Source: an optimization exercise on an open RTL-to-GDS flow (aim: small area, a short achievable clock period and few clock cycles). Production flows keep margins and buffers that such runs may drop. In this exercise RTL edits were held to simulation tests only and were not proved equivalent to the original. The clock port is modelled as an ideal driver; clocking choices that lean on that would not hold on a real chip. No activity file was given, so power comes from the tool's default toggle rates.

===== flow/run.sh =====
#!/bin/bash
# The standard layout (standard.sh: standard synthesis, floorplan, place, CTS, route),
# with three changes to how it is made:
#  - the port buffers are buf_4 cells instead of the resizer's default pick (a delay cell);
#  - timing repair aims at a setup slack margin well past zero, so that the layout runs
#    faster than the clock period asks for;
#  - after CTS, the root buffer that CTS puts right at the clock port is taken out, so the
#    port drives the four buffers of the tree's first level directly (unroot.tcl). Every
#    register's clock still passes two levels of clock buffers; all arrive equally earlier.
# The clock period, SDC and all other settings are the standard flow's.
set -euo pipefail
cd "$(dirname "$0")/.."
export BUFFER_PORTS_ARGS="-buffer_cell sky130_fd_sc_hd__buf_4"
export SETUP_SLACK_MARGIN=9.0
export TNS_END_PERCENT=100
R=orfs/results/sky130hd/qc_fsm_complex/base
bash standard.sh cts > make_cts.log 2>&1
UNROOT_IN=$R/4_cts.odb UNROOT_OUT=$R/4_cts.odb openroad -no_init -exit flow/unroot.tcl > unroot.log 2>&1
bash standard.sh finish > make_finish.log 2>&1

===== flow/unroot.tcl =====
set in_db  $::env(UNROOT_IN)
set out_db $::env(UNROOT_OUT)
read_db $in_db
set block [ord::get_db_block]
set port_net [$block findNet clk]
set root ""
foreach it [$port_net getITerms] {
  if {[[$it getInst] getName] ne ""} { lappend root [$it getInst] }
}
puts "port net loads: [llength $root]"
if {[llength $root] != 1} { puts "UNROOT: port drives [llength $root] cells, left as is"; write_db $out_db; exit 0 }
set root [lindex $root 0]
set master [[$root getMaster] getName]
if {![string match "sky130_fd_sc_hd__clkbuf_*" $master]} { puts "UNROOT: root is $master, left as is"; write_db $out_db; exit 0 }
set out_net ""
foreach it [$root getITerms] {
  if {[$it isOutputSignal]} { set out_net [$it getNet] }
}
set loads {}
foreach it [$out_net getITerms] {
  if {[$it getInst] ne $root} { lappend loads $it }
}
if {[llength [$out_net getBTerms]] > 0} { puts "UNROOT: root output drives a port, left as is"; write_db $out_db; exit 0 }
puts "root [$root getName] ($master) drives [llength $loads] pins on [$out_net getName]"
if {[llength $loads] > 4} { puts "UNROOT: too many loads, left as is"; write_db $out_db; exit 0 }
foreach it $loads {
  puts "  move [[$it getInst] getName]/[[$it getMTerm] getName] to [$port_net getName]"
  $it disconnect
  $it connect $port_net
}
foreach it [$root getITerms] { if {[$it getNet] ne "NULL"} { $it disconnect } }
odb::dbInst_destroy $root
odb::dbNet_destroy $out_net
write_db $out_db
puts "UNROOT: done"

===== design.v =====
module qc_fsm_complex #(
  parameter int unsigned N    = 3,
  parameter int unsigned W    = 16,
  parameter int unsigned FRAC = W - 2
) (
  input  logic         clk,
  input  logic         reset,
  input  logic         load_ready,
  input  logic [W-1:0] load_data,
  input  logic         new_gate,
  output logic [W-1:0] send_data,
  output logic         busy,
  output logic         done,
  output logic         sat
);
  localparam int unsigned Max  = 1 << N;
  localparam int unsigned AccW = 2 * W + N + 1;   
  localparam int unsigned ND   = W / 2;      
  localparam logic [AccW-1:0] KPos    = AccW'((((64'd1 << (2 * ND)) - 64'd1) / 64'd3) << W);
  localparam logic [AccW-1:0] AccInit = (AccW'(1) << (FRAC - 1)) - AccW'(2 * Max) * KPos;
  logic            wait_ack_q;    
  logic            cap;           
  logic            cap_q;         
  logic            ph1_q;         
  logic            ph_load_q, ph_gate_q, ph_drain_q, ph_send_q;
  logic [2*N:0]    cnt_q;         
  logic            ng_q;
  logic            lastw_q;       
  logic            done_q, sat_q;
  logic            part, row_last;
  assign part     = cnt_q[0];
  assign row_last = &cnt_q[2*N:N+1];
  assign cap = load_ready & ~wait_ack_q;
  logic wfirst_q, wlast_q, wrow7_q;
  logic a0_q, a1_q;
  logic r_q;
  logic [W-1:0]       x_q;
  logic [ND-1:0]      one_q, two_q, neg_q;
  logic [2*W-1:0]     pcs_s_q, pcs_c_q;
  logic [AccW-1:0]    acc_a_q, acc_b_q;    
  logic [W-1:0]       send_q;
  logic [2*W-1:0]     s_q [Max];      
  logic [2*W-1:0]     o_q [Max-1];
  logic [2*W-1:0] m_s, m_c;
  qc_mul_cs u_mul (.x(x_q), .one(one_q), .two(two_q), .neg(neg_q), .s(m_s), .c(m_c));
  logic          y_re, y_neg;
  logic [W-1:0]  y;
  logic [ND-1:0] y_one, y_two, y_negd;
  assign y_re  = cap_q ? part : ~part;
  assign y_neg = ~cap_q & part;
  assign y     = y_re ? s_q[0][W-1:0] : s_q[0][2*W-1:W];
  always_comb begin
    for (int i = 0; i < ND; i++) begin
      logic b2, b1, b0;
      b2 = y[2*i+1];
      b1 = y[2*i];
      b0 = (i == 0) ? 1'b0 : y[2*i-1];
      y_one[i]  = b1 ^ b0;
      y_two[i]  = (b2 & ~b1 & ~b0) | (~b2 & b1 & b0);
      y_negd[i] = b2 ^ y_neg;
    end
  end
  logic [AccW-1:0] acc_base, acc_sum;
  assign acc_base = wfirst_q ? AccInit : acc_a_q;
  assign acc_sum  = acc_base + AccW'(pcs_s_q) + AccW'(pcs_c_q);
  logic          ovf_re, ovf_im;
  logic [AccW-1:0] acc_re_q, acc_im_q;
  assign acc_re_q = acc_a_q;
  assign acc_im_q = acc_b_q;
  logic [W-1:0]  res_re, res_im;
  assign ovf_re = ~(&acc_re_q[AccW-1:FRAC+W-1]) & (|acc_re_q[AccW-1:FRAC+W-1]);
  assign ovf_im = ~(&acc_im_q[AccW-1:FRAC+W-1]) & (|acc_im_q[AccW-1:FRAC+W-1]);
  assign res_re = ovf_re ? {acc_re_q[AccW-1], {(W-1){~acc_re_q[AccW-1]}}} : acc_re_q[FRAC+W-1:FRAC];
  assign res_im = ovf_im ? {acc_im_q[AccW-1], {(W-1){~acc_im_q[AccW-1]}}} : acc_im_q[FRAC+W-1:FRAC];
  logic rot_q, ld_im_q, push_o_q, push_s_q, rot_cp;
  assign rot_cp = ph_gate_q & row_last;
  always_ff @(posedge clk or posedge reset) begin
    if (reset) begin
      wait_ack_q <= 1'b0;
      cap_q      <= 1'b0;
      ph1_q      <= 1'b0;
      ph_load_q  <= 1'b1;
      ph_gate_q  <= 1'b0;
      ph_drain_q <= 1'b0;
      ph_send_q  <= 1'b0;
      cnt_q      <= '0;
      lastw_q    <= 1'b0;
      done_q     <= 1'b0;
      a0_q       <= 1'b0;
      a1_q       <= 1'b0;
      r_q        <= 1'b0;
      rot_q      <= 1'b0;
      ld_im_q    <= 1'b0;
      push_o_q   <= 1'b0;
      push_s_q   <= 1'b0;
    end else begin
      if (cap) wait_ack_q <= 1'b1;
      else if (!load_ready) wait_ack_q <= 1'b0;
      cap_q  <= cap;
      ph1_q  <= cap_q & ph_gate_q;
      a0_q   <= cap_q & ph_gate_q;
      a1_q   <= ph1_q;
      r_q    <= a1_q & wlast_q;
      rot_q    <= cap & (ph_load_q ? ~part : (ph_gate_q | ph_send_q) & part);
      ld_im_q  <= cap & ph_load_q & part;
      push_s_q <= a1_q & wlast_q & wrow7_q;
      push_o_q <= (a1_q & wlast_q & ~wrow7_q) | (cap & ph_gate_q & row_last & part);
      done_q <= lastw_q & wait_ack_q & ~load_ready;
      if (cap) lastw_q <= ph_send_q & (cnt_q[N:0] == (N+1)'(2 * Max - 1));
      if (cap_q) begin
        cnt_q <= cnt_q + 1'b1;
        if (ph_load_q) begin
          if (cnt_q[N:0] == (N+1)'(2 * Max - 1)) begin
            cnt_q     <= '0;
            ph_load_q <= 1'b0;
            ph_gate_q <= 1'b1;
          end
        end
        if (ph_gate_q && (&cnt_q) && !ng_q) begin
          ph_gate_q  <= 1'b0;
          ph_drain_q <= 1'b1;
        end
        if (ph_send_q && cnt_q[N:0] == (N+1)'(2 * Max - 1)) begin
          cnt_q     <= '0;
          ph_send_q <= 1'b0;
          ph_load_q <= 1'b1;
        end
      end
      if (ph_drain_q && a1_q) begin
        ph_drain_q <= 1'b0;
        ph_send_q  <= 1'b1;
      end
    end
  end
  always_ff @(posedge clk) begin
    if (cap && ph_send_q) send_q <= part ? s_q[0][2*W-1:W] : s_q[0][W-1:0];
    if (cap_q && ph_load_q && cnt_q[N:0] == '0) sat_q <= 1'b0;
    else if (r_q) sat_q <= sat_q | ovf_re | ovf_im;
    ng_q <= new_gate;
    if (!wait_ack_q) x_q <= load_data;
    if (cap_q) begin
      wfirst_q <= (cnt_q[N:0] == '0);
      wlast_q  <= (cnt_q[N:0] == (N+1)'(2 * Max - 1));
      wrow7_q  <= row_last;
    end
    one_q <= y_one;
    two_q <= y_two;
    neg_q <= y_negd;
    pcs_s_q <= m_s;
    pcs_c_q <= m_c;
    if (a0_q | a1_q) begin
      acc_a_q <= acc_b_q;
      acc_b_q <= acc_sum;
    end
    if (rot_q) begin
      for (int i = 0; i < Max - 1; i++) s_q[i] <= s_q[i+1];
      if (ph_load_q)   s_q[Max-1] <= {x_q, x_q};
      else if (rot_cp) s_q[Max-1] <= o_q[0];
      else             s_q[Max-1] <= s_q[0];
    end else if (push_s_q) begin
      s_q[Max-1] <= {res_im, res_re};
    end else if (ld_im_q) begin
      s_q[Max-1][2*W-1:W] <= x_q;
    end
    if (push_o_q) begin
      for (int i = 0; i < Max - 2; i++) o_q[i] <= o_q[i+1];
      o_q[Max-2] <= {res_im, res_re};
    end
  end
  assign send_data = send_q;
  assign busy      = ph_drain_q;
  assign done      = done_q;
  assign sat       = sat_q;
endmodule
module qc_mul_cs (
  input  logic [15:0] x,
  input  logic [7:0]  one,
  input  logic [7:0]  two,
  input  logic [7:0]  neg,
  output logic [31:0] s,
  output logic [31:0] c
);
  wire pp1 = ((one[0] & x[0]) | (two[0] & 1'b0)) ^ neg[0];
  wire pp2 = ((one[0] & x[1]) | (two[0] & x[0])) ^ neg[0];
  wire pp3 = ((one[0] & x[2]) | (two[0] & x[1])) ^ neg[0];
  wire pp4 = ((one[0] & x[3]) | (two[0] & x[2])) ^ neg[0];
  wire pp5 = ((one[0] & x[4]) | (two[0] & x[3])) ^ neg[0];
  wire pp6 = ((one[0] & x[5]) | (two[0] & x[4])) ^ neg[0];
  wire pp7 = ((one[0] & x[6]) | (two[0] & x[5])) ^ neg[0];
  wire pp8 = ((one[0] & x[7]) | (two[0] & x[6])) ^ neg[0];
  wire pp9 = ((one[0] & x[8]) | (two[0] & x[7])) ^ neg[0];
  wire pp10 = ((one[0] & x[9]) | (two[0] & x[8])) ^ neg[0];
  wire pp11 = ((one[0] & x[10]) | (two[0] & x[9])) ^ neg[0];
  wire pp12 = ((one[0] & x[11]) | (two[0] & x[10])) ^ neg[0];
  wire pp13 = ((one[0] & x[12]) | (two[0] & x[11])) ^ neg[0];
  wire pp14 = ((one[0] & x[13]) | (two[0] & x[12])) ^ neg[0];
  wire pp15 = ((one[0] & x[14]) | (two[0] & x[13])) ^ neg[0];
  wire pp16 = ((one[0] & x[15]) | (two[0] & x[14])) ^ neg[0];
  wire pp17 = ~(((one[0] & x[15]) | (two[0] & x[15])) ^ neg[0]);
  wire pp18 = ((one[1] & x[0]) | (two[1] & 1'b0)) ^ neg[1];
  wire pp19 = ((one[1] & x[1]) | (two[1] & x[0])) ^ neg[1];
  wire pp20 = ((one[1] & x[2]) | (two[1] & x[1])) ^ neg[1];
  wire pp21 = ((one[1] & x[3]) | (two[1] & x[2])) ^ neg[1];
  wire pp22 = ((one[1] & x[4]) | (two[1] & x[3])) ^ neg[1];
  wire pp23 = ((one[1] & x[5]) | (two[1] & x[4])) ^ neg[1];
  wire pp24 = ((one[1] & x[6]) | (two[1] & x[5])) ^ neg[1];
  wire pp25 = ((one[1] & x[7]) | (two[1] & x[6])) ^ neg[1];
  wire pp26 = ((one[1] & x[8]) | (two[1] & x[7])) ^ neg[1];
  wire pp27 = ((one[1] & x[9]) | (two[1] & x[8])) ^ neg[1];
  wire pp28 = ((one[1] & x[10]) | (two[1] & x[9])) ^ neg[1];
  wire pp29 = ((one[1] & x[11]) | (two[1] & x[10])) ^ neg[1];
  wire pp30 = ((one[1] & x[12]) | (two[1] & x[11])) ^ neg[1];
  wire pp31 = ((one[1] & x[13]) | (two[1] & x[12])) ^ neg[1];
  wire pp32 = ((one[1] & x[14]) | (two[1] & x[13])) ^ neg[1];
  wire pp33 = ((one[1] & x[15]) | (two[1] & x[14])) ^ neg[1];
  wire pp34 = ~(((one[1] & x[15]) | (two[1] & x[15])) ^ neg[1]);
  wire pp35 = ((one[2] & x[0]) | (two[2] & 1'b0)) ^ neg[2];
  wire pp36 = ((one[2] & x[1]) | (two[2] & x[0])) ^ neg[2];
  wire pp37 = ((one[2] & x[2]) | (two[2] & x[1])) ^ neg[2];
  wire pp38 = ((one[2] & x[3]) | (two[2] & x[2])) ^ neg[2];
  wire pp39 = ((one[2] & x[4]) | (two[2] & x[3])) ^ neg[2];
  wire pp40 = ((one[2] & x[5]) | (two[2] & x[4])) ^ neg[2];
  wire pp41 = ((one[2] & x[6]) | (two[2] & x[5])) ^ neg[2];
  wire pp42 = ((one[2] & x[7]) | (two[2] & x[6])) ^ neg[2];
  wire pp43 = ((one[2] & x[8]) | (two[2] & x[7])) ^ neg[2];
  wire pp44 = ((one[2] & x[9]) | (two[2] & x[8])) ^ neg[2];
  wire pp45 = ((one[2] & x[10]) | (two[2] & x[9])) ^ neg[2];
  wire pp46 = ((one[2] & x[11]) | (two[2] & x[10])) ^ neg[2];
  wire pp47 = ((one[2] & x[12]) | (two[2] & x[11])) ^ neg[2];
  wire pp48 = ((one[2] & x[13]) | (two[2] & x[12])) ^ neg[2];
  wire pp49 = ((one[2] & x[14]) | (two[2] & x[13])) ^ neg[2];
  wire pp50 = ((one[2] & x[15]) | (two[2] & x[14])) ^ neg[2];
  wire pp51 = ~(((one[2] & x[15]) | (two[2] & x[15])) ^ neg[2]);
  wire pp52 = ((one[3] & x[0]) | (two[3] & 1'b0)) ^ neg[3];
  wire pp53 = ((one[3] & x[1]) | (two[3] & x[0])) ^ neg[3];
  wire pp54 = ((one[3] & x[2]) | (two[3] & x[1])) ^ neg[3];
  wire pp55 = ((one[3] & x[3]) | (two[3] & x[2])) ^ neg[3];
  wire pp56 = ((one[3] & x[4]) | (two[3] & x[3])) ^ neg[3];
  wire pp57 = ((one[3] & x[5]) | (two[3] & x[4])) ^ neg[3];
  wire pp58 = ((one[3] & x[6]) | (two[3] & x[5])) ^ neg[3];
  wire pp59 = ((one[3] & x[7]) | (two[3] & x[6])) ^ neg[3];
  wire pp60 = ((one[3] & x[8]) | (two[3] & x[7])) ^ neg[3];
  wire pp61 = ((one[3] & x[9]) | (two[3] & x[8])) ^ neg[3];
  wire pp62 = ((one[3] & x[10]) | (two[3] & x[9])) ^ neg[3];
  wire pp63 = ((one[3] & x[11]) | (two[3] & x[10])) ^ neg[3];
  wire pp64 = ((one[3] & x[12]) | (two[3] & x[11])) ^ neg[3];
  wire pp65 = ((one[3] & x[13]) | (two[3] & x[12])) ^ neg[3];
  wire pp66 = ((one[3] & x[14]) | (two[3] & x[13])) ^ neg[3];
  wire pp67 = ((one[3] & x[15]) | (two[3] & x[14])) ^ neg[3];
  wire pp68 = ~(((one[3] & x[15]) | (two[3] & x[15])) ^ neg[3]);
  wire pp69 = ((one[4] & x[0]) | (two[4] & 1'b0)) ^ neg[4];
  wire pp70 = ((one[4] & x[1]) | (two[4] & x[0])) ^ neg[4];
  wire pp71 = ((one[4] & x[2]) | (two[4] & x[1])) ^ neg[4];
  wire pp72 = ((one[4] & x[3]) | (two[4] & x[2])) ^ neg[4];
  wire pp73 = ((one[4] & x[4]) | (two[4] & x[3])) ^ neg[4];
  wire pp74 = ((one[4] & x[5]) | (two[4] & x[4])) ^ neg[4];
  wire pp75 = ((one[4] & x[6]) | (two[4] & x[5])) ^ neg[4];
  wire pp76 = ((one[4] & x[7]) | (two[4] & x[6])) ^ neg[4];
  wire pp77 = ((one[4] & x[8]) | (two[4] & x[7])) ^ neg[4];
  wire pp78 = ((one[4] & x[9]) | (two[4] & x[8])) ^ neg[4];
  wire pp79 = ((one[4] & x[10]) | (two[4] & x[9])) ^ neg[4];
  wire pp80 = ((one[4] & x[11]) | (two[4] & x[10])) ^ neg[4];
  wire pp81 = ((one[4] & x[12]) | (two[4] & x[11])) ^ neg[4];
  wire pp82 = ((one[4] & x[13]) | (two[4] & x[12])) ^ neg[4];
  wire pp83 = ((one[4] & x[14]) | (two[4] & x[13])) ^ neg[4];
  wire pp84 = ((one[4] & x[15]) | (two[4] & x[14])) ^ neg[4];
  wire pp85 = ~(((one[4] & x[15]) | (two[4] & x[15])) ^ neg[4]);
  wire pp86 = ((one[5] & x[0]) | (two[5] & 1'b0)) ^ neg[5];
  wire pp87 = ((one[5] & x[1]) | (two[5] & x[0])) ^ neg[5];
  wire pp88 = ((one[5] & x[2]) | (two[5] & x[1])) ^ neg[5];
  wire pp89 = ((one[5] & x[3]) | (two[5] & x[2])) ^ neg[5];
  wire pp90 = ((one[5] & x[4]) | (two[5] & x[3])) ^ neg[5];
  wire pp91 = ((one[5] & x[5]) | (two[5] & x[4])) ^ neg[5];
  wire pp92 = ((one[5] & x[6]) | (two[5] & x[5])) ^ neg[5];
  wire pp93 = ((one[5] & x[7]) | (two[5] & x[6])) ^ neg[5];
  wire pp94 = ((one[5] & x[8]) | (two[5] & x[7])) ^ neg[5];
  wire pp95 = ((one[5] & x[9]) | (two[5] & x[8])) ^ neg[5];
  wire pp96 = ((one[5] & x[10]) | (two[5] & x[9])) ^ neg[5];
  wire pp97 = ((one[5] & x[11]) | (two[5] & x[10])) ^ neg[5];
  wire pp98 = ((one[5] & x[12]) | (two[5] & x[11])) ^ neg[5];
  wire pp99 = ((one[5] & x[13]) | (two[5] & x[12])) ^ neg[5];
  wire pp100 = ((one[5] & x[14]) | (two[5] & x[13])) ^ neg[5];
  wire pp101 = ((one[5] & x[15]) | (two[5] & x[14])) ^ neg[5];
  wire pp102 = ~(((one[5] & x[15]) | (two[5] & x[15])) ^ neg[5]);
  wire pp103 = ((one[6] & x[0]) | (two[6] & 1'b0)) ^ neg[6];
  wire pp104 = ((one[6] & x[1]) | (two[6] & x[0])) ^ neg[6];
  wire pp105 = ((one[6] & x[2]) | (two[6] & x[1])) ^ neg[6];
  wire pp106 = ((one[6] & x[3]) | (two[6] & x[2])) ^ neg[6];
  wire pp107 = ((one[6] & x[4]) | (two[6] & x[3])) ^ neg[6];
  wire pp108 = ((one[6] & x[5]) | (two[6] & x[4])) ^ neg[6];
  wire pp109 = ((one[6] & x[6]) | (two[6] & x[5])) ^ neg[6];
  wire pp110 = ((one[6] & x[7]) | (two[6] & x[6])) ^ neg[6];
  wire pp111 = ((one[6] & x[8]) | (two[6] & x[7])) ^ neg[6];
  wire pp112 = ((one[6] & x[9]) | (two[6] & x[8])) ^ neg[6];
  wire pp113 = ((one[6] & x[10]) | (two[6] & x[9])) ^ neg[6];
  wire pp114 = ((one[6] & x[11]) | (two[6] & x[10])) ^ neg[6];
  wire pp115 = ((one[6] & x[12]) | (two[6] & x[11])) ^ neg[6];
  wire pp116 = ((one[6] & x[13]) | (two[6] & x[12])) ^ neg[6];
  wire pp117 = ((one[6] & x[14]) | (two[6] & x[13])) ^ neg[6];
  wire pp118 = ((one[6] & x[15]) | (two[6] & x[14])) ^ neg[6];
  wire pp119 = ~(((one[6] & x[15]) | (two[6] & x[15])) ^ neg[6]);
  wire pp120 = ((one[7] & x[0]) | (two[7] & 1'b0)) ^ neg[7];
  wire pp121 = ((one[7] & x[1]) | (two[7] & x[0])) ^ neg[7];
  wire pp122 = ((one[7] & x[2]) | (two[7] & x[1])) ^ neg[7];
  wire pp123 = ((one[7] & x[3]) | (two[7] & x[2])) ^ neg[7];
  wire pp124 = ((one[7] & x[4]) | (two[7] & x[3])) ^ neg[7];
  wire pp125 = ((one[7] & x[5]) | (two[7] & x[4])) ^ neg[7];
  wire pp126 = ((one[7] & x[6]) | (two[7] & x[5])) ^ neg[7];
  wire pp127 = ((one[7] & x[7]) | (two[7] & x[6])) ^ neg[7];
  wire pp128 = ((one[7] & x[8]) | (two[7] & x[7])) ^ neg[7];
  wire pp129 = ((one[7] & x[9]) | (two[7] & x[8])) ^ neg[7];
  wire pp130 = ((one[7] & x[10]) | (two[7] & x[9])) ^ neg[7];
  wire pp131 = ((one[7] & x[11]) | (two[7] & x[10])) ^ neg[7];
  wire pp132 = ((one[7] & x[12]) | (two[7] & x[11])) ^ neg[7];
  wire pp133 = ((one[7] & x[13]) | (two[7] & x[12])) ^ neg[7];
  wire pp134 = ((one[7] & x[14]) | (two[7] & x[13])) ^ neg[7];
  wire pp135 = ((one[7] & x[15]) | (two[7] & x[14])) ^ neg[7];
  wire pp136 = ~(((one[7] & x[15]) | (two[7] & x[15])) ^ neg[7]);
  wire hs137 = pp11 ^ pp26;
  wire hc138 = pp11 & pp26;
  wire hs139 = pp12 ^ pp27;
  wire hc140 = pp12 & pp27;
  wire fs141 = pp13 ^ pp28 ^ pp43;
  wire fc142 = (pp13 & pp28) | (pp43 & (pp13 ^ pp28));
  wire hs143 = pp58 ^ pp73;
  wire hc144 = pp58 & pp73;
  wire fs145 = pp14 ^ pp29 ^ pp44;
  wire fc146 = (pp14 & pp29) | (pp44 & (pp14 ^ pp29));
  wire hs147 = pp59 ^ pp74;
  wire hc148 = pp59 & pp74;
  wire fs149 = pp15 ^ pp30 ^ pp45;
  wire fc150 = (pp15 & pp30) | (pp45 & (pp15 ^ pp30));
  wire fs151 = pp60 ^ pp75 ^ pp90;
  wire fc152 = (pp60 & pp75) | (pp90 & (pp60 ^ pp75));
  wire hs153 = pp105 ^ pp120;
  wire hc154 = pp105 & pp120;
  wire fs155 = pp16 ^ pp31 ^ pp46;
  wire fc156 = (pp16 & pp31) | (pp46 & (pp16 ^ pp31));
  wire fs157 = pp61 ^ pp76 ^ pp91;
  wire fc158 = (pp61 & pp76) | (pp91 & (pp61 ^ pp76));
  wire hs159 = pp106 ^ pp121;
  wire hc160 = pp106 & pp121;
  wire fs161 = pp17 ^ pp32 ^ pp47;
  wire fc162 = (pp17 & pp32) | (pp47 & (pp17 ^ pp32));
  wire fs163 = pp62 ^ pp77 ^ pp92;
  wire fc164 = (pp62 & pp77) | (pp92 & (pp62 ^ pp77));
  wire hs165 = pp107 ^ pp122;
  wire hc166 = pp107 & pp122;
  wire fs167 = pp33 ^ pp48 ^ pp63;
  wire fc168 = (pp33 & pp48) | (pp63 & (pp33 ^ pp48));
  wire fs169 = pp78 ^ pp93 ^ pp108;
  wire fc170 = (pp78 & pp93) | (pp108 & (pp78 ^ pp93));
  wire fs171 = pp34 ^ pp49 ^ pp64;
  wire fc172 = (pp34 & pp49) | (pp64 & (pp34 ^ pp49));
  wire hs173 = pp79 ^ pp94;
  wire hc174 = pp79 & pp94;
  wire fs175 = pp50 ^ pp65 ^ pp80;
  wire fc176 = (pp50 & pp65) | (pp80 & (pp50 ^ pp65));
  wire hs177 = pp51 ^ pp66;
  wire hc178 = pp51 & pp66;
  wire hs179 = pp7 ^ pp22;
  wire hc180 = pp7 & pp22;
  wire hs181 = pp8 ^ pp23;
  wire hc182 = pp8 & pp23;
  wire fs183 = pp9 ^ pp24 ^ pp39;
  wire fc184 = (pp9 & pp24) | (pp39 & (pp9 ^ pp24));
  wire hs185 = pp54 ^ pp69;
  wire hc186 = pp54 & pp69;
  wire fs187 = pp10 ^ pp25 ^ pp40;
  wire fc188 = (pp10 & pp25) | (pp40 & (pp10 ^ pp25));
  wire hs189 = pp55 ^ pp70;
  wire hc190 = pp55 & pp70;
  wire fs191 = hs137 ^ pp41 ^ pp56;
  wire fc192 = (hs137 & pp41) | (pp56 & (hs137 ^ pp41));
  wire fs193 = pp71 ^ pp86 ^ neg[5];
  wire fc194 = (pp71 & pp86) | (neg[5] & (pp71 ^ pp86));
  wire fs195 = hs139 ^ pp42 ^ pp57;
  wire fc196 = (hs139 & pp42) | (pp57 & (hs139 ^ pp42));
  wire fs197 = pp72 ^ pp87 ^ hc138;
  wire fc198 = (pp72 & pp87) | (hc138 & (pp72 ^ pp87));
  wire fs199 = fs141 ^ hs143 ^ pp88;
  wire fc200 = (fs141 & hs143) | (pp88 & (fs141 ^ hs143));
  wire fs201 = pp103 ^ neg[6] ^ hc140;
  wire fc202 = (pp103 & neg[6]) | (hc140 & (pp103 ^ neg[6]));
  wire fs203 = fs145 ^ hs147 ^ pp89;
  wire fc204 = (fs145 & hs147) | (pp89 & (fs145 ^ hs147));
  wire fs205 = pp104 ^ fc142 ^ hc144;
  wire fc206 = (pp104 & fc142) | (hc144 & (pp104 ^ fc142));
  wire fs207 = fs149 ^ fs151 ^ hs153;
  wire fc208 = (fs149 & fs151) | (hs153 & (fs149 ^ fs151));
  wire fs209 = neg[7] ^ fc146 ^ hc148;
  wire fc210 = (neg[7] & fc146) | (hc148 & (neg[7] ^ fc146));
  wire fs211 = fs155 ^ fs157 ^ hs159;
  wire fc212 = (fs155 & fs157) | (hs159 & (fs155 ^ fs157));
  wire fs213 = fc150 ^ fc152 ^ hc154;
  wire fc214 = (fc150 & fc152) | (hc154 & (fc150 ^ fc152));
  wire fs215 = fs161 ^ fs163 ^ hs165;
  wire fc216 = (fs161 & fs163) | (hs165 & (fs161 ^ fs163));
  wire fs217 = fc156 ^ fc158 ^ hc160;
  wire fc218 = (fc156 & fc158) | (hc160 & (fc156 ^ fc158));
  wire fs219 = fs167 ^ fs169 ^ pp123;
  wire fc220 = (fs167 & fs169) | (pp123 & (fs167 ^ fs169));
  wire fs221 = fc162 ^ fc164 ^ hc166;
  wire fc222 = (fc162 & fc164) | (hc166 & (fc162 ^ fc164));
  wire fs223 = fs171 ^ hs173 ^ pp109;
  wire fc224 = (fs171 & hs173) | (pp109 & (fs171 ^ hs173));
  wire fs225 = pp124 ^ fc168 ^ fc170;
  wire fc226 = (pp124 & fc168) | (fc170 & (pp124 ^ fc168));
  wire fs227 = fs175 ^ pp95 ^ pp110;
  wire fc228 = (fs175 & pp95) | (pp110 & (fs175 ^ pp95));
  wire fs229 = pp125 ^ fc172 ^ hc174;
  wire fc230 = (pp125 & fc172) | (hc174 & (pp125 ^ fc172));
  wire fs231 = hs177 ^ pp81 ^ pp96;
  wire fc232 = (hs177 & pp81) | (pp96 & (hs177 ^ pp81));
  wire fs233 = pp111 ^ pp126 ^ fc176;
  wire fc234 = (pp111 & pp126) | (fc176 & (pp111 ^ pp126));
  wire fs235 = pp67 ^ pp82 ^ pp97;
  wire fc236 = (pp67 & pp82) | (pp97 & (pp67 ^ pp82));
  wire fs237 = pp112 ^ pp127 ^ hc178;
  wire fc238 = (pp112 & pp127) | (hc178 & (pp112 ^ pp127));
  wire fs239 = pp68 ^ pp83 ^ pp98;
  wire fc240 = (pp68 & pp83) | (pp98 & (pp68 ^ pp83));
  wire hs241 = pp113 ^ pp128;
  wire hc242 = pp113 & pp128;
  wire fs243 = pp84 ^ pp99 ^ pp114;
  wire fc244 = (pp84 & pp99) | (pp114 & (pp84 ^ pp99));
  wire hs245 = pp85 ^ pp100;
  wire hc246 = pp85 & pp100;
  wire hs247 = pp5 ^ pp20;
  wire hc248 = pp5 & pp20;
  wire hs249 = pp6 ^ pp21;
  wire hc250 = pp6 & pp21;
  wire fs251 = hs179 ^ pp37 ^ pp52;
  wire fc252 = (hs179 & pp37) | (pp52 & (hs179 ^ pp37));
  wire fs253 = hs181 ^ pp38 ^ pp53;
  wire fc254 = (hs181 & pp38) | (pp53 & (hs181 ^ pp38));
  wire fs255 = fs183 ^ hs185 ^ neg[4];
  wire fc256 = (fs183 & hs185) | (neg[4] & (fs183 ^ hs185));
  wire fs257 = fs187 ^ hs189 ^ fc184;
  wire fc258 = (fs187 & hs189) | (fc184 & (fs187 ^ hs189));
  wire fs259 = fs191 ^ fs193 ^ fc188;
  wire fc260 = (fs191 & fs193) | (fc188 & (fs191 ^ fs193));
  wire fs261 = fs195 ^ fs197 ^ fc192;
  wire fc262 = (fs195 & fs197) | (fc192 & (fs195 ^ fs197));
  wire fs263 = fs199 ^ fs201 ^ fc196;
  wire fc264 = (fs199 & fs201) | (fc196 & (fs199 ^ fs201));
  wire fs265 = fs203 ^ fs205 ^ fc200;
  wire fc266 = (fs203 & fs205) | (fc200 & (fs203 ^ fs205));
  wire fs267 = fs207 ^ fs209 ^ fc204;
  wire fc268 = (fs207 & fs209) | (fc204 & (fs207 ^ fs209));
  wire fs269 = fs211 ^ fs213 ^ fc208;
  wire fc270 = (fs211 & fs213) | (fc208 & (fs211 ^ fs213));
  wire fs271 = fs215 ^ fs217 ^ fc212;
  wire fc272 = (fs215 & fs217) | (fc212 & (fs215 ^ fs217));
  wire fs273 = fs219 ^ fs221 ^ fc216;
  wire fc274 = (fs219 & fs221) | (fc216 & (fs219 ^ fs221));
  wire fs275 = fs223 ^ fs225 ^ fc220;
  wire fc276 = (fs223 & fs225) | (fc220 & (fs223 ^ fs225));
  wire fs277 = fs227 ^ fs229 ^ fc224;
  wire fc278 = (fs227 & fs229) | (fc224 & (fs227 ^ fs229));
  wire fs279 = fs231 ^ fs233 ^ fc228;
  wire fc280 = (fs231 & fs233) | (fc228 & (fs231 ^ fs233));
  wire fs281 = fs235 ^ fs237 ^ fc232;
  wire fc282 = (fs235 & fs237) | (fc232 & (fs235 ^ fs237));
  wire fs283 = fs239 ^ hs241 ^ fc236;
  wire fc284 = (fs239 & hs241) | (fc236 & (fs239 ^ hs241));
  wire fs285 = fs243 ^ pp129 ^ fc240;
  wire fc286 = (fs243 & pp129) | (fc240 & (fs243 ^ pp129));
  wire fs287 = hs245 ^ pp115 ^ pp130;
  wire fc288 = (hs245 & pp115) | (pp130 & (hs245 ^ pp115));
  wire fs289 = pp101 ^ pp116 ^ pp131;
  wire fc290 = (pp101 & pp116) | (pp131 & (pp101 ^ pp116));
  wire hs291 = pp102 ^ pp117;
  wire hc292 = pp102 & pp117;
  wire hs293 = pp3 ^ pp18;
  wire hc294 = pp3 & pp18;
  wire hs295 = pp4 ^ pp19;
  wire hc296 = pp4 & pp19;
  wire fs297 = hs247 ^ pp35 ^ neg[2];
  wire fc298 = (hs247 & pp35) | (neg[2] & (hs247 ^ pp35));
  wire fs299 = hs249 ^ pp36 ^ hc248;
  wire fc300 = (hs249 & pp36) | (hc248 & (hs249 ^ pp36));
  wire fs301 = fs251 ^ neg[3] ^ hc250;
  wire fc302 = (fs251 & neg[3]) | (hc250 & (fs251 ^ neg[3]));
  wire fs303 = fs253 ^ hc180 ^ fc252;
  wire fc304 = (fs253 & hc180) | (fc252 & (fs253 ^ hc180));
  wire fs305 = fs255 ^ hc182 ^ fc254;
  wire fc306 = (fs255 & hc182) | (fc254 & (fs255 ^ hc182));
  wire fs307 = fs257 ^ hc186 ^ fc256;
  wire fc308 = (fs257 & hc186) | (fc256 & (fs257 ^ hc186));
  wire fs309 = fs259 ^ hc190 ^ fc258;
  wire fc310 = (fs259 & hc190) | (fc258 & (fs259 ^ hc190));
  wire fs311 = fs261 ^ fc194 ^ fc260;
  wire fc312 = (fs261 & fc194) | (fc260 & (fs261 ^ fc194));
  wire fs313 = fs263 ^ fc198 ^ fc262;
  wire fc314 = (fs263 & fc198) | (fc262 & (fs263 ^ fc198));
  wire fs315 = fs265 ^ fc202 ^ fc264;
  wire fc316 = (fs265 & fc202) | (fc264 & (fs265 ^ fc202));
  wire fs317 = fs267 ^ fc206 ^ fc266;
  wire fc318 = (fs267 & fc206) | (fc266 & (fs267 ^ fc206));
  wire fs319 = fs269 ^ fc210 ^ fc268;
  wire fc320 = (fs269 & fc210) | (fc268 & (fs269 ^ fc210));
  wire fs321 = fs271 ^ fc214 ^ fc270;
  wire fc322 = (fs271 & fc214) | (fc270 & (fs271 ^ fc214));
  wire fs323 = fs273 ^ fc218 ^ fc272;
  wire fc324 = (fs273 & fc218) | (fc272 & (fs273 ^ fc218));
  wire fs325 = fs275 ^ fc222 ^ fc274;
  wire fc326 = (fs275 & fc222) | (fc274 & (fs275 ^ fc222));
  wire fs327 = fs277 ^ fc226 ^ fc276;
  wire fc328 = (fs277 & fc226) | (fc276 & (fs277 ^ fc226));
  wire fs329 = fs279 ^ fc230 ^ fc278;
  wire fc330 = (fs279 & fc230) | (fc278 & (fs279 ^ fc230));
  wire fs331 = fs281 ^ fc234 ^ fc280;
  wire fc332 = (fs281 & fc234) | (fc280 & (fs281 ^ fc234));
  wire fs333 = fs283 ^ fc238 ^ fc282;
  wire fc334 = (fs283 & fc238) | (fc282 & (fs283 ^ fc238));
  wire fs335 = fs285 ^ hc242 ^ fc284;
  wire fc336 = (fs285 & hc242) | (fc284 & (fs285 ^ hc242));
  wire fs337 = fs287 ^ fc244 ^ fc286;
  wire fc338 = (fs287 & fc244) | (fc286 & (fs287 ^ fc244));
  wire fs339 = fs289 ^ hc246 ^ fc288;
  wire fc340 = (fs289 & hc246) | (fc288 & (fs289 ^ hc246));
  wire fs341 = hs291 ^ pp132 ^ fc290;
  wire fc342 = (hs291 & pp132) | (fc290 & (hs291 ^ pp132));
  wire fs343 = pp118 ^ pp133 ^ hc292;
  wire fc344 = (pp118 & pp133) | (hc292 & (pp118 ^ pp133));
  wire hs345 = pp119 ^ pp134;
  wire hc346 = pp119 & pp134;
  assign s = {1'b0, pp136, pp135, hs345, fs343, fs341, fs339, fs337, fs335, fs333, fs331, fs329, fs327, fs325, fs323, fs321, fs319, fs317, fs315, fs313, fs311, fs309, fs307, fs305, fs303, fs301, fs299, fs297, hs295, hs293, pp2, pp1};
  assign c = {1'b0, 1'b0, hc346, fc344, fc342, fc340, fc338, fc336, fc334, fc332, fc330, fc328, fc326, fc324, fc322, fc320, fc318, fc316, fc314, fc312, fc310, fc308, fc306, fc304, fc302, fc300, fc298, hc296, hc294, neg[1], 1'b0, neg[0]};
endmodule

===== standard.sh =====
#!/bin/bash
# synth_recipe.tcl (not shown) runs the flow's synth.tcl, then flattens the netlist and writes it again
# the make line also repeats each setting of config.mk as NAME=value (left out here)
make -C /OpenROAD-flow-scripts/flow DESIGN_CONFIG=/design/flow/config.mk WORK_HOME=/design/flow/orfs CLKGATE_MAP_FILE= SYNTH_SCRIPT=/design/flow/synth_recipe.tcl "${@:-finish}"

===== config.mk =====
export PLATFORM = sky130hd
export DESIGN_NAME = qc_fsm_complex
export DESIGN_NICKNAME = qc_fsm_complex
export VERILOG_FILES = /design/flow/design.v
export SDC_FILE = /design/flow/constraint.sdc
export NUM_CORES = 4
export LEC_CHECK = 0
export CAP_MARGIN = 20
export CORE_MARGIN = 2
export CORE_UTILIZATION = 70
export CTS_BUF_LIST = sky130_fd_sc_hd__clkbuf_16
export CTS_CLUSTER_DIAMETER = 90
export CTS_CLUSTER_SIZE = 24
export PLACE_DENSITY = 0.75
export SLEW_MARGIN = 20

===== constraint.sdc =====
create_clock -name core_clock -period 12.5 [get_ports {clk}]
set_input_delay 2.5000 -clock core_clock [delete_from_list [all_inputs] [get_ports {clk}]]
set_output_delay 2.5000 -clock core_clock [all_outputs]
set_load 0.01 [all_outputs]

==> flow_summary.ini, run 1 <==
[placed_design]
place_hpwl_um = 40500
place_congestion = 0.931
dp_slack_ns = 8.64
portBuffers = 38
place_area_um2 = 30800

[logic_synthesis]
synth-main-ff-cell = edfxtp_1
yosys_warnings = 3
mappedNetlistNets = 2268
ys_seq_area_frac = 0.659
yosys-top-cells-count = edfxtp_1 (587), nand2_1 (154), inv_1 (134)
synth.most_common_cell = edfxtp_1
ys_seq_elements = 695
syn_avg_cell_area_um2 = 14.5
syn_inst = 2079
yosysTopAreaCellShare = 0.584
async_reset_ff_frac = 0.0317
synth_edf_count = 587
synth.distinct_cells = 71
yosys.area.top_type = edfxtp_1
netlist_area_um2 = 30200
synthTopCellsByArea = edfxtp_1 (58%), fa_1 (7.4%), dfxtp_1 (5.7%), a22oi_1 (3.0%), xnor2_1 (2.9%)

[clocking]
cts_tree = yes
root_buffer = clkbuf_16
cts.path.max_buffers = 3
cts_hold_buf = 0
numCtsBuffers = 35
clk_latency_ns = 0.38
clock_sinks = 695
clkTransAtPathRegs_ns = 0.10
cts.htree.levels = 2

[sta]
slew_violations = 0
setup_slack_ns = 8.88
fmax_ghz = 0.277
worstMarginPinSlew_ns = 1.09
setup-violations-final = 0
final_hold_viol_count = 0
rsz0062_at_grt = true
period_share = 0.289
min_period_ns = 3.62
setup_tns_ns = 0
slew_headroom = 0.268
clock_skew_ns = 0.0217

[die]
initial_core_util = 0.705
io_pins = 39
die_y_um = 212
die_w_um = 212
core-area_um2 = 42800
rows = 76
die_area_um2 = 44800

[final_layout]
drive_above_1_share = 0.138
fill_cells = 2531
design_area_um2 = 32900
seq_area_um2 = 19900
antenna-diode-count = 0
fin_nets = 2293
area_delta_synth_final_pct = 8.99
multi_input_area_um2 = 9610

[setup_path]
worstPathRequired_ns = 12.70
crit_fanout = 5
end_kind = flip-flop
worst_ep_arrival_time_ns = 3.82
path_class = flip-flop to flip-flop
worst_setup_path_start_kind = flip-flop

[power_and_ir_drop]
p_per_area_nw_per_um2 = 253
irDropWorstVdd_uv = 222
p_leak_nw = 12.1

[run]
cap_violations = 0

[outcome]
outcome = finished clean

[global_route]
antenna_found_initial = 1
grt_max_degree = 93
track_usage = 0.289
grt_pass1_vias = 16300
gr-total-overflow = 0
grt_first_pass_wirelength_um = 96300

[detailed_routing]
via_per_inst = 6.27
ant_nets = 0
drc_errors = 0
first_pass_iters = 6
vias = 16800
wirelength_um = 63800
wl_per_cell_um = 23.9
drtIter0Drc = 1901

[min_path]
hp-class = flip-flop to flip-flop
==> layout by cell type (no fill, tap or decap), types with 10 or more instances in the layout <==
cell type	instances
nor2b_1	19
ha_1	38
nand3_1	41
xor2_1	87
mux2_2	23
dfxtp_2	17
o21ai_0	46
dfxtp_1	69
a211oi_1	10
a211o_1	14
xnor2_1	98
buf_6	20
dfrtp_1	19
a21o_1	32
a21oi_1	52
clkbuf_16	36
ha_2	11
nor2_1	60
buf_4	97
mux2i_1	13
and3_1	11
inv_1	154
o21a_1	18
o211ai_1	18
nand2b_1	11
nand2_1	154
a22oi_1	120
fa_1	108
edfxtp_1	587
==> where the power goes <==
part,switching [mW],internal [mW],total (mW)
combinational,2.27,1.91,4.18
sequential,0.202,2.78,2.99
clock,0.659,0.506,1.16
total,3.13,5.20,8.33
==> flip-flops by register name (all words and copies together), names as in the netlist, 7 cells and up, named ones only <==
name / cells
s_q: 256
neg_q: 8
acc_b_q: 36
one_q: 8
acc_a_q: 36
o_q: 224
two_q: 8
x_q: 16
send_q: 16
pcs_s_q: 31
cnt_q: 7
pcs_c_q: 29
==> per-layer routing <==
| layer | up-vias | global-route usage | part of all wire |
|---|---|---|---|
| li1 | 7445 | - | - |
| met1 | 8405 | 0.439 | 0.42 |
| met2 | 787 | 0.436 | 0.46 |
| met3 | 135 | 0.0571 | 0.094 |
| met4 | 0 | 0.0753 | 0.024 |
| met5 | - | 0 | 0 |
==> through the flow <==
step	total power, mW	util	hold WS (ns)	std cells
3_3_place_gp	6.47	0.719	0.358	2541
4_1_cts	7.98	0.755	0.394	2646
2_1_floorplan	5.66	-	0.329	2079
3_5_place_dp	6.61	0.719	0.366	2541
5_1_grt	8.95	0.769	0.401	2675
6_report	8.33	0.769	0.386	2675
==> critical path, stage by stage (launching register included) <==
cell,delay [ns]
edfxtp_1,0.40
buf_6,0.16
buf_6,0.12
clkbuf_16,0.16
nor2b_4,0.12
fa_1,0.47
ha_4,0.32
o21a_1,0.19
a21oi_4,0.09
buf_4,0.15
o31ai_4,0.33
a211oi_4,0.13
o41ai_4,0.41
buf_4,0.18
xor2_1,0.19
==> cells by family (layout without fill, tap and decap cells) <==
family,after synthesis,in the layout,synth area share
AO/OA/AOI/OAI,369,369,0.0875
AND/OR/NAND/NOR,349,349,0.0537
multiplexers,38,38,0.0136
buffers and inverters,273,323,0.0340
adder cells (fa/ha/maj),169,169,0.0977
flip-flops,695,695,0.659
XOR/XNOR,186,186,0.0540
==> path summary, 6_finish.rpt <==
kind | startpoint | endpoint | slack [ns] | depth (start not counted)
worst max-delay path | wfirst_q$_DFFE_PP_ | acc_b_q[26]$_DFFE_PP_ | 8.88 | 14
worst min-delay path | a0_q$_DFF_PP0_ | a1_q$_DFF_PP0_ | 0.39 | 0
worst max register to register | wfirst_q$_DFFE_PP_ | acc_b_q[26]$_DFFE_PP_ | 8.88 | 14
worst min register to register | a0_q$_DFF_PP0_ | a1_q$_DFF_PP0_ | 0.39 | 0
max in group asynchronous | reset | push_o_q$_DFF_PP0_ | 9.57 | 2
min in group asynchronous | reset | wait_ack_q$_DFFE_PP0P_ | 2.30 | 2
==> timing repair <==
| item | 4_1_cts | 5_1_grt |
|---|---|---|
| gates cloned | 1 | 3 |
| buffers inserted | 42 | 26 |
| pin swaps | 11 | 35 |
| gates resized for setup | 41 | 71 |
| setup endpoints to repair | 51 | 79 |
==> layout make-up <==
type,instances,share of cell area
clock buffer,34,0.0259
timing repair buffer,127,0.0360
tap,546,0.0208
clock inverter,27,0.00365
multi-input combinational,1111,0.292
inverter,135,0.0155
sequential,695,0.606
Testbench counts, summed over its fixed seeds: cycles 66,240.
==> run 2, diff against run 1 <==
--- a/flow/run.sh
+++ b/flow/run.sh
@@ -11,7 +11,7 @@
 set -euo pipefail
 cd "$(dirname "$0")/.."
 export BUFFER_PORTS_ARGS="-buffer_cell sky130_fd_sc_hd__buf_4"
-export SETUP_SLACK_MARGIN=9.0
+export SETUP_SLACK_MARGIN=9.15
 export TNS_END_PERCENT=100
 R=orfs/results/sky130hd/qc_fsm_complex/base
 bash standard.sh cts > make_cts.log 2>&1
==> flow_summary.ini, run 2 <==
[outcome]
outcome = finished clean

[power_and_ir_drop]
irDropWorstVdd_uv = 292
p_leak_nw = 12.5
switchingPower_mw = 3.36
switching_share = 0.379
comb_power_share = 0.523
p_per_area_nw_per_um2 = 263
seqPwrFrac = 0.337
intPower_mw = 5.51
total_power_mw = 8.87
clockPowerShare = 0.140

[sta]
period_share = 0.292
rsz0062_at_grt = true
slew_headroom = 0.284
worstMarginPinSlew_ns = 1.07
final_hold_viol_count = 0
clock_skew_ns = 0.0217
slew_violations = 0
min_period_ns = 3.65
fmax_ghz = 0.274
setup-violations-final = 0
setup_tns_ns = 0

[final_layout]
area_delta_synth_final_pct = 11.8
utilization = 0.788
largest_register = s_q
final_cell_mix = edfxtp_1 (587), inv_1 (155), nand2_1 (153), buf_4 (125), fa_1 (107)
largest_reg_flops = 256
final_common_cell = edfxtp_1
fin_nets = 2340
drive_above_1_share = 0.176
largestRegisters = s_q (256), o_q (224)

[logic_synthesis]
async_reset_ff_frac = 0.0317
yosysTopAreaCellShare = 0.584
synth_edf_count = 587
synth.most_common_cell = edfxtp_1
ys_seq_area_frac = 0.659
mappedNetlistNets = 2268
netlist_area_um2 = 30200
synth.distinct_cells = 71
yosys-top-cells-count = edfxtp_1 (587), nand2_1 (154), inv_1 (134)
synthTopCellsByArea = edfxtp_1 (58%), fa_1 (7.4%), dfxtp_1 (5.7%), a22oi_1 (3.0%), xnor2_1 (2.9%)
ys_seq_elements = 695
synth-main-ff-cell = edfxtp_1
yosys_warnings = 3
yosys.area.top_type = edfxtp_1
syn_inst = 2079
syn_avg_cell_area_um2 = 14.5

[placed_design]
place_hpwl_um = 39800
portBuffers = 38
place_congestion = 0.911

[setup_path]
worst_setup_path_start_kind = flip-flop
crit_fanout = 6
path_class = flip-flop to flip-flop
worst_ep_arrival_time_ns = 3.79
path_cells = buf_6, buf_12, buf_6, buf_6, nor2b_4, fa_1, ha_4, a21o_1, a221oi_4, o31ai_4, a211oi_4, o41ai_4, a221oi_2, xnor2_1
slowest_delay_ns = 0.46
end_kind = flip-flop
setup.worst_path.start = wfirst_q$_DFFE_PP_
worst_path_max_delay_cell = fa_1
cp_common_cell = buf_6
crit-reg2reg-launch = wfirst_q$_DFFE_PP_
worstPathRequired_ns = 12.65

[detailed_routing]
wl_per_cell_um = 24.1
first_pass_iters = 6
drc_errors = 0
wirelength_um = 65600
drtIter0Drc = 2020
vias = 16900
ant_nets = 0
via_per_inst = 6.21

[clocking]
clk_latency_ns = 0.39
root_buffer = clkbuf_16
clkTransAtPathRegs_ns = 0.10
cts_tree = yes
numCtsBuffers = 36
cts_hold_buf = 0
cts.path.max_buffers = 3
clock_sinks = 695
cts.htree.levels = 2

[min_path]
hold_start = a0_q$_DFF_PP0_
hp-class = flip-flop to flip-flop

[global_route]
antenna_found_initial = 0
gr-total-overflow = 0
grt_max_degree = 100
grt_pass1_vias = 16600
gr-usage-met3 = 0.0582
busiest_layer = met1
grt_first_pass_wirelength_um = 98800
track_usage = 0.298
grt.met2_usage = 0.441
use_met1 = 0.450

[die]
initial_core_util = 0.705
io_pins = 39
die_w_um = 212
die_area_um2 = 44800
die_y_um = 212
rows = 76
core-area_um2 = 42800

[run]
cap_violations = 0
[run 2: cell counts after synthesis]
Identical to the previous run, type by type.
[run 2: per-stage QoR]
| step | hold WS [ns] | cell area (µm²) | worst slack, ns | cells |
|---|---|---|---|---|
| after detailed placement | 0.363 | 30800 | 8.62 | 2541 |
| after floorplan | 0.329 | 30200 | 9.03 | 2079 |
| final | 0.386 | 33700 | 8.85 | 2726 |
| after global placement | 0.360 | 30800 | 8.76 | 2541 |
| after CTS | 0.384 | 33300 | 8.86 | 2704 |
| after global routing | 0.405 | 33700 | 8.75 | 2725 |
[run 2: repair_timing]
action / in CTS / in global routing
endpoints found under the setup margin: 61 / 56
resized for setup: 120 / 66
endpoints found under the hold margin: 0 / 0
cloned: 2 / 1
pin swaps: 34 / 59
setup buffers: 95 / 20
[run 2: power by group through the flow]
stage	logic (mW)	clock network, mW	registers (mW)
after floorplan	2.78	0	2.89
after global placement	3.47	0	3.03
after detailed placement	3.61	0	3.03
after CTS	4.23	1.30	2.97
after global routing	5.16	1.33	3.00
final	4.64	1.24	2.99
[run 2: kinds of logic after synthesis]
group,Yosys count,synth area share
flip-flops,695,0.659
AO/OA/AOI/OAI,369,0.0875
AND/OR/NAND/NOR,349,0.0537
buffers and inverters,273,0.0340
XOR/XNOR,186,0.0540
adder cells (fa/ha/maj),169,0.0977
multiplexers,38,0.0136
[run 2: layer usage]
| metal | vias up | routed length [µm] |
|---|---|---|
| li1 | 7524 | - |
| met1 | 8405 | 27800 |
| met2 | 844 | 29300 |
| met3 | 164 | 5900 |
| met4 | 0 | 2540 |
| met5 | - | 0 |
[run 2: layout make-up]
class,instances,area [µm²]
timing repair buffer,173,1600
sequential,695,20000
tap,546,683
antenna,1,2.50
inverter,135,512
clock buffer,37,926
clock inverter,28,164
multi-input combinational,1111,9890
fill,2443,9060
[run 2: critical path, delay by kind of cell (launching register included)]
family / cells / cell delay (ns)
simple gates: 1 / 0.11
xor+xnor: 1 / 0.11
fa+ha+maj: 2 / 0.72
compound gates: 6 / 1.50
buf+inv: 4 / 0.52
flops: 1 / 0.45
[run 2: final timing paths]
path                                         end  slack (ns)  depth (start not counted)
max                        acc_b_q[30]$_DFFE_PP_        8.85                         14
min                               a1_q$_DFF_PP0_        0.39                          0
max reg2reg                acc_b_q[30]$_DFFE_PP_        8.85                         14
min reg2reg                       a1_q$_DFF_PP0_        0.39                          0
max in group asynchronous        rot_q$_DFF_PP0_        9.59                          2
min in group asynchronous   cnt_q[6]$_DFFE_PP0P_        2.29                          2
==> run 3, diff against run 2 <==
--- a/design.v
+++ b/design.v
@@ -31,7 +31,8 @@
   assign part     = cnt_q[0];
   assign row_last = &cnt_q[2*N:N+1];
   assign cap = load_ready & ~wait_ack_q;
-  logic wfirst_q, wlast_q, wrow7_q;
+  logic wlast_q, wrow7_q;
+  logic first0_q, first_q;
   logic a0_q, a1_q;
   logic r_q;
   logic [W-1:0]       x_q;
@@ -61,7 +62,7 @@
     end
   end
   logic [AccW-1:0] acc_base, acc_sum;
-  assign acc_base = wfirst_q ? AccInit : acc_a_q;
+  assign acc_base = first_q ? AccInit : acc_a_q;
   assign acc_sum  = acc_base + AccW'(pcs_s_q) + AccW'(pcs_c_q);
   logic          ovf_re, ovf_im;
   logic [AccW-1:0] acc_re_q, acc_im_q;
@@ -139,13 +140,14 @@
     ng_q <= new_gate;
     if (!wait_ack_q) x_q <= load_data;
     if (cap_q) begin
-      wfirst_q <= (cnt_q[N:0] == '0);
       wlast_q  <= (cnt_q[N:0] == (N+1)'(2 * Max - 1));
       wrow7_q  <= row_last;
     end
     one_q <= y_one;
     two_q <= y_two;
     neg_q <= y_negd;
+    first0_q <= cap_q & (cnt_q[N:0] == '0);
+    first_q  <= (cap_q & (cnt_q[N:0] == '0)) | first0_q;
     pcs_s_q <= m_s;
     pcs_c_q <= m_c;
     if (a0_q | a1_q) begin
--- a/flow/run.sh
+++ b/flow/run.sh
@@ -11,7 +11,7 @@
 set -euo pipefail
 cd "$(dirname "$0")/.."
 export BUFFER_PORTS_ARGS="-buffer_cell sky130_fd_sc_hd__buf_4"
-export SETUP_SLACK_MARGIN=9.15
+export SETUP_SLACK_MARGIN=8.9
 export TNS_END_PERCENT=100
 R=orfs/results/sky130hd/qc_fsm_complex/base
 bash standard.sh cts > make_cts.log 2>&1
==> flow_summary.ini, run 3 <==
[outcome]
outcome = finished clean

[detailed_routing]
wl_per_cell_um = 23.6
drtIter0Drc = 1595
first_pass_iters = 6
ant_nets = 0
vias = 16200
drc_errors = 0
via_per_inst = 6.22
wirelength_um = 61500

[setup_path]
crit_fanout = 18
worst_setup_path_start_kind = flip-flop
worst_path_max_delay_cell = edfxtp_1
critPathTopFamily = adder cells
worstPathRequired_ns = 12.79
path_cells = a22oi_1, xor2_1, fa_1, fa_1, inv_1, fa_1, inv_1, fa_1, inv_1
path_buf_inv = 3
end_kind = flip-flop
path_class = flip-flop to flip-flop
cp_common_cell = fa_1
worst_ep_arrival_time_ns = 3.94
slowest_delay_ns = 0.86

[power_and_ir_drop]
seqPwrFrac = 0.377
p_leak_nw = 11.6
irDropWorstVdd_uv = 257
intPower_mw = 4.92
switching_share = 0.380
clockPowerShare = 0.151
total_power_mw = 7.95
switchingPower_mw = 3.02
comb_power_share = 0.472
p_per_area_nw_per_um2 = 248

[clocking]
clk_latency_ns = 0.40
numCtsBuffers = 35
clock_sinks = 696
cts_tree = yes
clkTransAtPathRegs_ns = 0.09
cts.path.max_buffers = 3
cts.htree.levels = 2
root_buffer = clkbuf_16

[sta]
setup-violations-final = 0
fmax_ghz = 0.274
slew_violations = 0
worstMarginPinSlew_ns = 1.08
whs_ns = 0.393
setup_slack_ns = 8.85
final_hold_viol_count = 0
slew_headroom = 0.282
clock_skew_ns = 0.0276
rsz0062_at_grt = true
setup_tns_ns = 0
min_period_ns = 3.65
period_share = 0.292

[logic_synthesis]
synthTopCellsByArea = edfxtp_1 (59%), fa_1 (7.4%), dfxtp_1 (5.9%), xnor2_1 (3.0%), a22oi_1 (3.0%)
synth.most_common_cell = edfxtp_1
synth-main-ff-cell = edfxtp_1
yosys.area.top_type = edfxtp_1
ys_seq_elements = 696
yosys_warnings = 3
ys_seq_area_frac = 0.663
yosysTopAreaCellShare = 0.586
syn_inst = 2049
synth.distinct_cells = 69
netlist_area_um2 = 30000
async_reset_ff_frac = 0.0316
mappedNetlistNets = 2238
yosys-top-cells-count = edfxtp_1 (586), inv_1 (128), clkbuf_1 (125)
syn_avg_cell_area_um2 = 14.6
synth_edf_count = 586

[die]
core-area_um2 = 42100
io_pins = 39
die_w_um = 211
initial_core_util = 0.712
rows = 75
die_y_um = 211
die_area_um2 = 44600

[global_route]
antenna_found_initial = 0
gr-total-overflow = 0
grt_first_pass_wirelength_um = 95000
grt_max_degree = 92
grt_pass1_vias = 15800
track_usage = 0.285

[final_layout]
drive_above_1_share = 0.101
largest_reg_flops = 256
fill_cells = 2509
largestRegisters = s_q (256), o_q (224)
utilization = 0.759
largest_register = s_q
final_common_cell = edfxtp_1
antenna-diode-count = 0
design_area_um2 = 32000
instances_no_fill = 2604
final_cell_mix = edfxtp_1 (586), inv_1 (150), a22oi_1 (120), fa_1 (111), xnor2_1 (103)
area_delta_synth_final_pct = 6.54
fin_nets = 2228

[placed_design]
place_hpwl_um = 40400
dp.cells = 2516
dp_slack_ns = 8.67
place_congestion = 0.921
place_area_um2 = 30600
portBuffers = 38

[run]
cap_violations = 0

[min_path]
hp-class = flip-flop to flip-flop
[run 3: cell count changes after synthesis, sizes merged, moves of 9 or more]
| cell | delta |
|---|---|
| a211o | -14 |
| a21oi | +13 |
| nand2b | +10 |
| a211oi | +12 |
| nand3 | +12 |
| buf | -11 |
| mux2 | +9 |
| nor2 | +15 |
| a31o | +11 |
| o21a | -13 |
| o211ai | -13 |
| nand2 | -59 |
[run 3: layer usage]
metal | track usage | part of all wire | vias up
met5 | 0 | 0 | -
li1 | - | - | 7310
met1 | 0.440 | 0.43 | 8023
met3 | 0.0566 | 0.094 | 121
met4 | 0.0843 | 0.026 | 0
met2 | 0.419 | 0.45 | 739
[run 3: cell families after synthesis]
logic type | count (synthesis) | synth area share
simple gates | 325 | 0.0514
mux | 46 | 0.0168
fa+ha+maj | 169 | 0.0982
compound gates | 367 | 0.0832
flops | 696 | 0.663
xor+xnor | 186 | 0.0543
buf+inv | 260 | 0.0328
[run 3: area by class of cell]
class                   count  area (µm²)  share of cell area
clock buffers              35         876              0.0274
clock inverters            27         136             0.00426
inverters                 129         485              0.0152
multi-input cells        1093        9150               0.286
flip-flops and latches    696       19900               0.623
well taps                 539         674              0.0211
repair buffers             85         729              0.0228
[run 3: power groups by stage]
| stage | logic, mW | clock network [mW] | registers (mW) |
|---|---|---|---|
| floorplan | 2.79 | 0 | 2.91 |
| global placement | 3.47 | 0 | 3.04 |
| detailed placement | 3.65 | 0 | 3.04 |
| CTS | 3.69 | 1.26 | 2.99 |
| global route | 4.23 | 1.29 | 3.01 |
| finish | 3.75 | 1.20 | 2.99 |
[run 3: final timing paths]
check	from	slack (ns)	depth (start not counted)	to
min in group asynchronous	reset	2.29	2	lastw_q$_DFFE_PP0P_
worst min-delay path	a0_q$_DFF_PP0_	0.39	0	a1_q$_DFF_PP0_
worst min register to register	a0_q$_DFF_PP0_	0.39	0	a1_q$_DFF_PP0_
max in group asynchronous	reset	9.57	2	rot_q$_DFF_PP0_
worst max register to register	x_q[9]$_DFFE_PN_	8.85	9	pcs_s_q[13]$_DFF_P_
worst max-delay path	x_q[9]$_DFFE_PN_	8.85	9	pcs_s_q[13]$_DFF_P_
[run 3: repair_timing]
item,CTS,global route
gates resized for setup,16,18
endpoints found under the setup margin,39,32
setup buffers,9,17
hold buffers,0,0
Testbench counts of run 3, summed over its fixed seeds: cycles 66,240.
==> run 4, diff against run 3 <==
--- a/flow/run.sh
+++ b/flow/run.sh
@@ -11,7 +11,7 @@
 set -euo pipefail
 cd "$(dirname "$0")/.."
 export BUFFER_PORTS_ARGS="-buffer_cell sky130_fd_sc_hd__buf_4"
-export SETUP_SLACK_MARGIN=8.9
+export SETUP_SLACK_MARGIN=9.1
 export TNS_END_PERCENT=100
 R=orfs/results/sky130hd/qc_fsm_complex/base
 bash standard.sh cts > make_cts.log 2>&1
==> flow_summary.ini, run 4 <==
[outcome]
outcome = finished clean

[logic_synthesis]
ys_seq_area_frac = 0.663
synth.distinct_cells = 69
yosys-top-cells-count = edfxtp_1 (586), inv_1 (128), clkbuf_1 (125)
ys_seq_elements = 696
syn_avg_cell_area_um2 = 14.6
synth_edf_count = 586
synthTopCellsByArea = edfxtp_1 (59%), fa_1 (7.4%), dfxtp_1 (5.9%), xnor2_1 (3.0%), a22oi_1 (3.0%)
yosys.area.top_type = edfxtp_1
async_reset_ff_frac = 0.0316
yosysTopAreaCellShare = 0.586
netlist_area_um2 = 30000
synth-main-ff-cell = edfxtp_1
yosys_warnings = 3
synth.most_common_cell = edfxtp_1
mappedNetlistNets = 2238
syn_inst = 2049

[sta]
setup_tns_ns = 0
worstMarginPinSlew_ns = 1.03
period_share = 0.276
setup-violations-final = 0
min_period_ns = 3.46
fmax_ghz = 0.289
slew_headroom = 0.308
final_hold_viol_count = 0
rsz0062_at_grt = true
clock_skew_ns = 0.0209
whs_ns = 0.400
slew_violations = 0

[global_route]
antenna_found_initial = 1
track_usage = 0.295
grt.met2_usage = 0.434
grt_pass1_vias = 16300
gr-total-overflow = 0
gr-usage-met3 = 0.0648
grt_first_pass_wirelength_um = 97200
use_met1 = 0.451
busiest_layer = met1
grt_max_degree = 177

[setup_path]
worst_setup_path_start_kind = flip-flop
end_kind = output pin
worst_ep_arrival_time_ns = 0.96
worstPathRequired_ns = 10.00
reg2reg_depth = 12
critPathTopFamily = flip-flops
worst_path_max_delay_cell = dfrtp_2
path_class = flip-flop to output pin
crit_fanout = 2
path_cells = buf_6
path_buf_inv = 1
crit_cells = 1
slowest_delay_ns = 0.44

[die]
die_y_um = 211
io_pins = 39
rows = 75
core-area_um2 = 42100
die_w_um = 211
die_area_um2 = 44600
initial_core_util = 0.712

[clocking]
cts.htree.levels = 2
cts_tree = yes
clock_sinks = 696
root_buffer = clkbuf_16
clk_latency_ns = 0.39
clkTransAtPathRegs_ns = 0.10
numCtsBuffers = 36
cts.path.max_buffers = 3

[power_and_ir_drop]
seqPwrFrac = 0.362
switchingPower_mw = 3.16
clockPowerShare = 0.151
p_per_area_nw_per_um2 = 252
comb_power_share = 0.487
p_leak_nw = 11.9
switching_share = 0.383
intPower_mw = 5.08
irDropWorstVdd_uv = 296

[final_layout]
area_delta_synth_final_pct = 9.05
largest_reg_flops = 256
fill_cells = 2420
largest_register = s_q
final_common_cell = edfxtp_1
final_cell_mix = edfxtp_1 (586), inv_1 (148), a22oi_1 (110), fa_1 (109), xnor2_1 (103)
multi_input_area_um2 = 9380
drive_above_1_share = 0.140
fin_nets = 2268
design_area_um2 = 32700
seq_area_um2 = 19900
largestRegisters = s_q (256), o_q (224)
antenna-diode-count = 0

[min_path]
hp-class = flip-flop to flip-flop
min_path_cells = 0

[placed_design]
place_hpwl_um = 40800
portBuffers = 38
place_congestion = 0.900
place_area_um2 = 30600

[detailed_routing]
first_pass_iters = 8
vias = 16600
drtIter0Drc = 1844
via_per_inst = 6.28
wl_per_cell_um = 24.4
drc_errors = 0
ant_nets = 0
wirelength_um = 64600

[run]
cap_violations = 0
==> run 4: repair_timing <==
item / 4_1_cts / 5_1_grt
hold buffers: 0 / 0
setup endpoints to repair: 58 / 46
setup buffers: 54 / 12
pin swaps: 6 / 22
gates cloned: 1 / 0
endpoints found under the hold margin: 0 / 0
resized for setup: 54 / 42
==> run 4: final cells by class <==
class	instances	share of cell area
timing repair buffer	124	0.0355
inverter	129	0.0149
multi-input combinational	1093	0.287
clock buffer	37	0.0283
sequential	696	0.609
tap	539	0.0206
clock inverter	28	0.00470
==> run 4: worst paths after layout <==
check | from | to | slack [ns]
min in group asynchronous | reset | a1_q$_DFF_PP0_ | 2.30
min reg2reg | a0_q$_DFF_PP0_ | a1_q$_DFF_PP0_ | 0.40
max in group asynchronous | reset | rot_q$_DFF_PP0_ | 9.56
max | ph_drain_q$_DFFE_PP0P_ | busy | 9.04
max reg2reg | first_q$_DFF_P_ | acc_b_q[30]$_DFFE_PP_ | 9.06
min | a0_q$_DFF_PP0_ | a1_q$_DFF_PP0_ | 0.40
==> run 4: routing by layer <==
layer / routed length (µm) / part of all wire / up-vias
li1: - / - / 7410
met1: 27700 / 0.43 / 8309
met2: 29200 / 0.45 / 790
met3: 5980 / 0.093 / 114
met4: 1710 / 0.027 / 0
met5: 0 / 0 / -
==> run 4: through the flow <==
stage / utilization / worst slack (ns) / std cells / power, mW
6_report: 0.777 / 9.04 / 2646 / 8.24
2_1_floorplan: - / 9.10 / 2049 / 5.70
3_5_place_dp: 0.727 / 8.62 / 2514 / 6.66
4_1_cts: 0.770 / 8.82 / 2635 / 8.11
3_3_place_gp: 0.727 / 8.69 / 2514 / 6.53
5_1_grt: 0.777 / 9.01 / 2646 / 8.85
==> run 4: logic make-up after synthesis <==
| logic type | Yosys count | share of synthesized area |
|---|---|---|
| multiplexers | 46 | 0.0168 |
| buffers and inverters | 260 | 0.0328 |
| XOR/XNOR | 186 | 0.0543 |
| flip-flops | 696 | 0.663 |
| AND/OR/NAND/NOR | 325 | 0.0514 |
| AO/OA/AOI/OAI | 367 | 0.0832 |
| adder cells (fa/ha/maj) | 169 | 0.0982 |
==> run 4: power by group through the flow <==
stage,combinational (mW),clock [mW],sequential [mW]
after floorplan,2.79,0,2.91
after detailed placement,3.63,0,3.03
after global routing,4.51,1.33,3.00
after CTS,3.84,1.30,2.97
final,4.01,1.24,2.98
after global placement,3.50,0,3.03

what the ideal ports hide:
How much do the figures lean on ideal ports? The routed layouts below were timed once more, with nothing changed but the port constraints. Step 1 (the two cells are an assumption about what drives the block):
set clk [get_ports {clk}]
set_driving_cell -lib_cell sky130_fd_sc_hd__clkbuf_16 $clk
set_driving_cell -lib_cell sky130_fd_sc_hd__buf_2 [delete_from_list [all_inputs] $clk]
Step 2 moves the port delays by t, midway between the first and last clock arrival at a register: inputs arrive t later, outputs are due t later. That takes back most of the time a late clock gives input paths. Three values: ideal, step 1, step 2; two values: the first two.
run | t, ns | slack for setup (ns) | hold slack, ns
run 1 | 0.482 | 8.883 / 8.884 / 8.872 | 0.386 / 0.386 / 0.386
run 2 | 0.502 | 8.853 / 8.853 / 8.853 | 0.386 / 0.386 / 0.386
run 3 | 0.500 | 8.848 / 8.848 / 8.688 | 0.393 / 0.393 / 0.393
run 4 | 0.509 | 9.044 / 8.920 / 8.853 | 0.400 / 0.400 / 0.400
After both steps setup and hold are still met in every run listed. For run 4, which loses most, drivers alone change the setup slack by -0.124 ns; drivers and shift together by -0.191 ns.
